Source: an optimization exercise on an open RTL-to-GDS flow (aim: small area and a short achievable clock period). Production flows keep margins and buffers that such runs may drop. At most, simulation tests tie the RTL to the original design; equivalence was not proved. Power and IR drop assume default switching activity.

## tundra
## fp16_mac
module fp16_mac (
    input  logic                        clk,
    input  logic                        rst,
    input  logic                        in_valid_i,
    input  logic [2-1:0]           tag_i,
    input  logic [16-1:0]          k_i,
    input  logic [16-1:0]          x_i,
    input  logic [16-1:0]          b_i,
    output logic                        out_valid_o,
    output logic [2-1:0]           tag_o,
    output logic [16-1:0]          result_o
);
export LEC_CHECK = 0
export CAP_MARGIN = 20
export CORE_MARGIN = 2
export CORE_UTILIZATION = 40
export SETUP_SLACK_MARGIN = 1.5
export SLEW_MARGIN = 20
create_clock -name core_clock -period 6.0 [get_ports {clk}]
run.sh (not shown) runs the stock make flow with config.mk's settings and CLKGATE_MAP_FILE= SYNTH_SCRIPT=/design/flow/synth_recipe.tcl, a recipe that flattens the netlist after the stock synthesis.
tundra completed; timing, DRC and antenna clean
What indigo does differently from tundra at the input level:
--- a/flow/config.mk
+++ b/flow/config.mk
@@ -9,4 +9,4 @@
 export CORE_MARGIN = 2
 export CORE_UTILIZATION = 40
-export SETUP_SLACK_MARGIN = 1.5
+export SETUP_SLACK_MARGIN = 3.2
 export SLEW_MARGIN = 20
Notes after the runs:
Diff tundra -> indigo: number of gates given a new drive strength after cts climbed 394, share of power burned in registers dropped 5.1 points, cell area climbed about 18%.
The reported net switching power of indigo exceeds that of tundra by 20%.
Comparing clock-buffer cell count for indigo and tundra, the bigger number came from indigo.
Taking tundra as the reference, in indigo multi-input gate count did not really move, die area did not really move, overall power after layout went up, global placer's final weighted congestion went down.
[inputs] willow vs indigo
--- a/flow/config.mk
+++ b/flow/config.mk
@@ -9,4 +9,4 @@
 export CORE_MARGIN = 2
 export CORE_UTILIZATION = 40
-export SETUP_SLACK_MARGIN = 3.2
+export SETUP_SLACK_MARGIN = 2.5
 export SLEW_MARGIN = 20
--- outcome ---
In summary, willow completed successfully, with a layout that passed the timing, design-rule and antenna checks. indigo has higher length in cells of the worst reg-to-reg path than willow. In the flow results for indigo and willow, the combinational fraction of design power is larger on indigo. In willow, met2 capacity usage during global routing is lower than in indigo. Summary of willow over indigo: mux share of post-synthesis cell area about even, sequential share of cell area rose 3.3 points.
Function was not checked in any run of this note: the RTL went through the layout flow alone.

---

== red ==
fp16_mac, a different RTL version from the one above (not shown whole).
For scale: about 1900 cells after synthesis, roughly 310 flip-flops, ~0.018 mm² of cells after synthesis.
export LEC_CHECK = 0
export CAP_MARGIN = 20
export CORE_MARGIN = 2
export CORE_UTILIZATION = 40
export CTS_CLUSTER_DIAMETER = 60
export CTS_CLUSTER_SIZE = 30
export SETUP_SLACK_MARGIN = 2.8
export SLEW_MARGIN = 20
create_clock -name core_clock -period 6.0 [get_ports {clk}]
The inputs of blue differ from those of red as listed below.
-- flow/config.mk --
<<< red, line 9
export CORE_MARGIN = 2
export CORE_UTILIZATION = 40
export CTS_CLUSTER_DIAMETER = 60
export CTS_CLUSTER_SIZE = 30
export SETUP_SLACK_MARGIN = 2.8
export SLEW_MARGIN = 20
>>> blue, line 9
export CORE_MARGIN = 2
export CORE_UTILIZATION = 40
export SETUP_SLACK_MARGIN = 3.1
export SLEW_MARGIN = 20
==> comparison <==
Summary of the comparison: register-to-register slack is higher in blue, relative to red. | final critical-path share of the clock period | blue vs red | 1.8 points lower |. Post-route setup TNS came out exactly the same in red and blue. Met2 layer wire length in the routed design (lower): red. Routed via count: blue > red.
Edits applied to the flow inputs when going from blue to green:
-- flow/config.mk --
<<< blue, line 9
export CORE_MARGIN = 2
export CORE_UTILIZATION = 40
export SETUP_SLACK_MARGIN = 3.1
export SLEW_MARGIN = 20
>>> green, line 9
export CORE_MARGIN = 2
export CORE_UTILIZATION = 40
export CTS_CLUSTER_DIAMETER = 70
export CTS_CLUSTER_SIZE = 40
export GPL_ROUTABILITY_DRIVEN = 0
export SETUP_SLACK_MARGIN = 2.8
export SLEW_MARGIN = 20
Results
Changes observed in green relative to blue: final area fell by 5.7%, total half-perimeter wirelength after legalization and detailed placement fell by 2.6%, length of the first detailed-routing pass in iterations fell by 1.
Diff blue -> green: largest driver fanout on the critical path went up, quantity of gates resized following cts went down, final instance count without filler cells went down, filler cell count in the final layout went up, maximum achievable frequency went down.
Against blue, green comes in 0.066 ns higher on post-route minimum period.

---

## run A
Starting RTL as in the previous note.
Settings: LEC_CHECK=0, CAP_MARGIN=20, CORE_MARGIN=2, CORE_UTILIZATION=40, CTS_CLUSTER_DIAMETER=70, CTS_CLUSTER_SIZE=40, GPL_TIMING_DRIVEN=0, SETUP_SLACK_MARGIN=2.8, SLEW_MARGIN=20; clock period 6.0 ns.
Modified inputs, run B compared to run A
# run A
export LEC_CHECK = 0
export CAP_MARGIN = 20
export CORE_MARGIN = 2
export CORE_UTILIZATION = 40
export CTS_CLUSTER_DIAMETER = 70
export CTS_CLUSTER_SIZE = 40
export GPL_TIMING_DRIVEN = 0
export SETUP_SLACK_MARGIN = 2.8
export SLEW_MARGIN = 20
create_clock -name core_clock -period 6.0 [get_ports {clk}]
# run B
export LEC_CHECK = 0
export ABC_AREA = 1
export CAP_MARGIN = 20
export CORE_MARGIN = 2
export CORE_UTILIZATION = 40
export CTS_CLUSTER_DIAMETER = 60
export CTS_CLUSTER_SIZE = 35
export SETUP_SLACK_MARGIN = 2.8
export SLEW_MARGIN = 20
create_clock -name core_clock -period 6.0 [get_ports {clk}]
==> comparison <==
Going from run A to run B, total of plain and repair buffers excluding clock buffers lower; synthesized area went up 3.8%; global-route usage now sits lower; routing usage on met2 now sits lower.

---

## maple
fp16_mac, a different RTL version from the one above (not shown whole).
For scale: about 1800 cells after synthesis, roughly 310 flip-flops.
Settings: LEC_CHECK=0, CAP_MARGIN=20, CORE_MARGIN=2, CORE_UTILIZATION=40, CTS_CLUSTER_DIAMETER=70, CTS_CLUSTER_SIZE=40, SETUP_SLACK_MARGIN=3.0, SLEW_MARGIN=20; clock period 6.0 ns.
What onyx does differently from maple at the input level:
==> flow/flow/run.sh (new file) <==
#!/bin/bash
# Standard layout, with the port buffers made of plain buffers (buf_1)
# instead of the delay cells that buffer_ports picks by default.
set -e
export BUFFER_PORTS_ARGS="-buffer_cell sky130_fd_sc_hd__buf_1"
bash standard.sh > standard.log 2>&1
==> flow/standard.sh (new file) <==
#!/bin/bash
# synth_recipe.tcl (not shown) runs the flow's synth.tcl, then flattens the netlist and writes it again
# the make line also repeats each setting of config.mk as NAME=value (left out here)
make -C /OpenROAD-flow-scripts/flow DESIGN_CONFIG=/design/flow/config.mk WORK_HOME=/design/flow/orfs CLKGATE_MAP_FILE= SYNTH_SCRIPT=/design/flow/synth_recipe.tcl "${@:-finish}"
removed: flow/run.sh
==> run summary <==
Comparing maple and onyx, sequential portion of the cell area is lower on maple. Going from maple to onyx, post-layout minimum cycle time shows a reduction of 45 ps, insertion delay of the later-clocked pin in the worst-skew pair shows no meaningful change. Higher first-pass iteration count of the detailed router among maple and onyx: maple. Between onyx and maple, the clock slew at the register clock pins of the worst setup and hold paths does not differ in any meaningful way. maple → onyx: signal arrival time at the worst endpoint lost 40 ps, biggest cell delay along the critical path neither gained nor lost much.
diff inputs: onyx => xenon
==> flow/run.sh (new file) <==
#!/bin/bash
# synth_recipe.tcl (not shown) runs the flow's synth.tcl, then flattens the netlist and writes it again
# the make line also repeats each setting of config.mk as NAME=value (left out here)
make -C /OpenROAD-flow-scripts/flow DESIGN_CONFIG=/design/flow/config.mk WORK_HOME=/design/flow/orfs CLKGATE_MAP_FILE= SYNTH_SCRIPT=/design/flow/synth_recipe.tcl finish
--- a/flow/config.mk
+++ b/flow/config.mk
@@ -13 +13 @@
-export SETUP_SLACK_MARGIN = 3.0
+export SETUP_SLACK_MARGIN = 2.8
removed: flow/flow/run.sh
removed: flow/standard.sh
--- outcome ---
Taking onyx as the reference, in xenon hold slack level; overall overflow remaining after global route level; wire length of the first global-routing pass moved up; total power moved down.
diff inputs: xenon => amber
--- a/flow/config.mk
+++ b/flow/config.mk
@@ -10 +10 @@
-export CORE_UTILIZATION = 40
+export CORE_UTILIZATION = 45
[summary]
- Looking at amber and xenon, the critical path data arrival time is a wash.
- amber: global-route usage is 2.5 points higher than what xenon reported.
- Looking only at shortest period the worst path allows, and setting everything else aside, the lower value of amber and xenon goes to xenon.
- Taking xenon as the reference, in amber post-detailed-routing wire length closely matched the old numbers, sequential power stayed essentially flat, final total power saw an increase.
- Cmp amber vs xenon: clock-buffer cell count higher in amber
- For amber, the destination of the critical timing path was c1.q[55], unlike xenon, where it was c1.q[58].
- In terms of worst hold margin, amber and xenon differ only marginally.
- All of amber and xenon finish clean.
Input-level comparison between harbor and amber:
--- a/flow/config.mk
+++ b/flow/config.mk
@@ -10 +10 @@
-export CORE_UTILIZATION = 45
+export CORE_UTILIZATION = 40
@@ -13 +13 @@
-export SETUP_SLACK_MARGIN = 2.8
+export SETUP_SLACK_MARGIN = 2.9
Notes after the runs:
- harbor vs amber — via count dropped 52.
- Sort amber and harbor by final core utilization asc -> top: harbor
- Across both runs, non-clock buffer area fraction after layout was higher for harbor than for amber.

re-timing with driven ports:
In the flow no input, the clock included, has a driving cell. The finished layouts below were timed again as built, in two steps.
Step 1 (the two cells are an assumption about what drives the block):
set clk [get_ports {clk}]
set_driving_cell -lib_cell sky130_fd_sc_hd__clkbuf_16 $clk
set_driving_cell -lib_cell sky130_fd_sc_hd__buf_2 [delete_from_list [all_inputs] $clk]
Step 2, shift: input delay + t, output delay - t, t = (earliest + latest rising clock arrival at the registers) / 2. This alone moves slack from input paths to output paths.
a / b / c = ideal / step 1 / step 2; a / b = the first two.
run | shift t [ns] | slack for setup (ns) | clock arrival spread, ns | worst register clock-pin slew, ns
tundra | 0.597 | 1.627 / 1.662 / 1.066 | 0.023 / 0.023 | 0.06 / 0.06
indigo | 0.596 | 2.493 / 2.507 / 1.911 | 0.035 / 0.036 | 0.07 / 0.07
willow | 0.599 | 2.534 / 2.546 / 1.946 | 0.035 / 0.035 | 0.07 / 0.07
red | 0.617 | 2.812 / 2.812 / 2.286 | 0.033 / 0.033 | 0.08 / 0.08
blue | 0.585 | 2.920 / 2.921 / 2.336 | 0.014 / 0.014 | 0.07 / 0.07
green | 0.611 | 2.854 / 2.887 / 2.276 | 0.036 / 0.036 | 0.10 / 0.10
run A | 0.603 | 2.780 / 2.801 / 2.197 | 0.023 / 0.023 | 0.10 / 0.10
run B | 0.637 | 2.881 / 2.905 / 2.267 | 0.026 / 0.025 | 0.08 / 0.08
maple | 0.591 | 2.900 / 2.910 / 2.320 | 0.036 / 0.035 | 0.11 / 0.11
onyx | 0.589 | 2.945 / 2.953 / 2.364 | 0.029 / 0.028 | 0.10 / 0.10
xenon | 0.583 | 2.862 / 2.891 / 2.308 | 0.047 / 0.047 | 0.10 / 0.10
amber | 0.587 | 2.829 / 2.855 / 2.268 | 0.028 / 0.028 | 0.10 / 0.10
harbor | 0.591 | 2.923 / 2.947 / 2.357 | 0.043 / 0.043 | 0.10 / 0.10
After both steps setup and hold are still met in every run listed. For run B, which loses most, drivers alone change the setup slack by +0.024 ns; drivers and shift together by -0.614 ns.
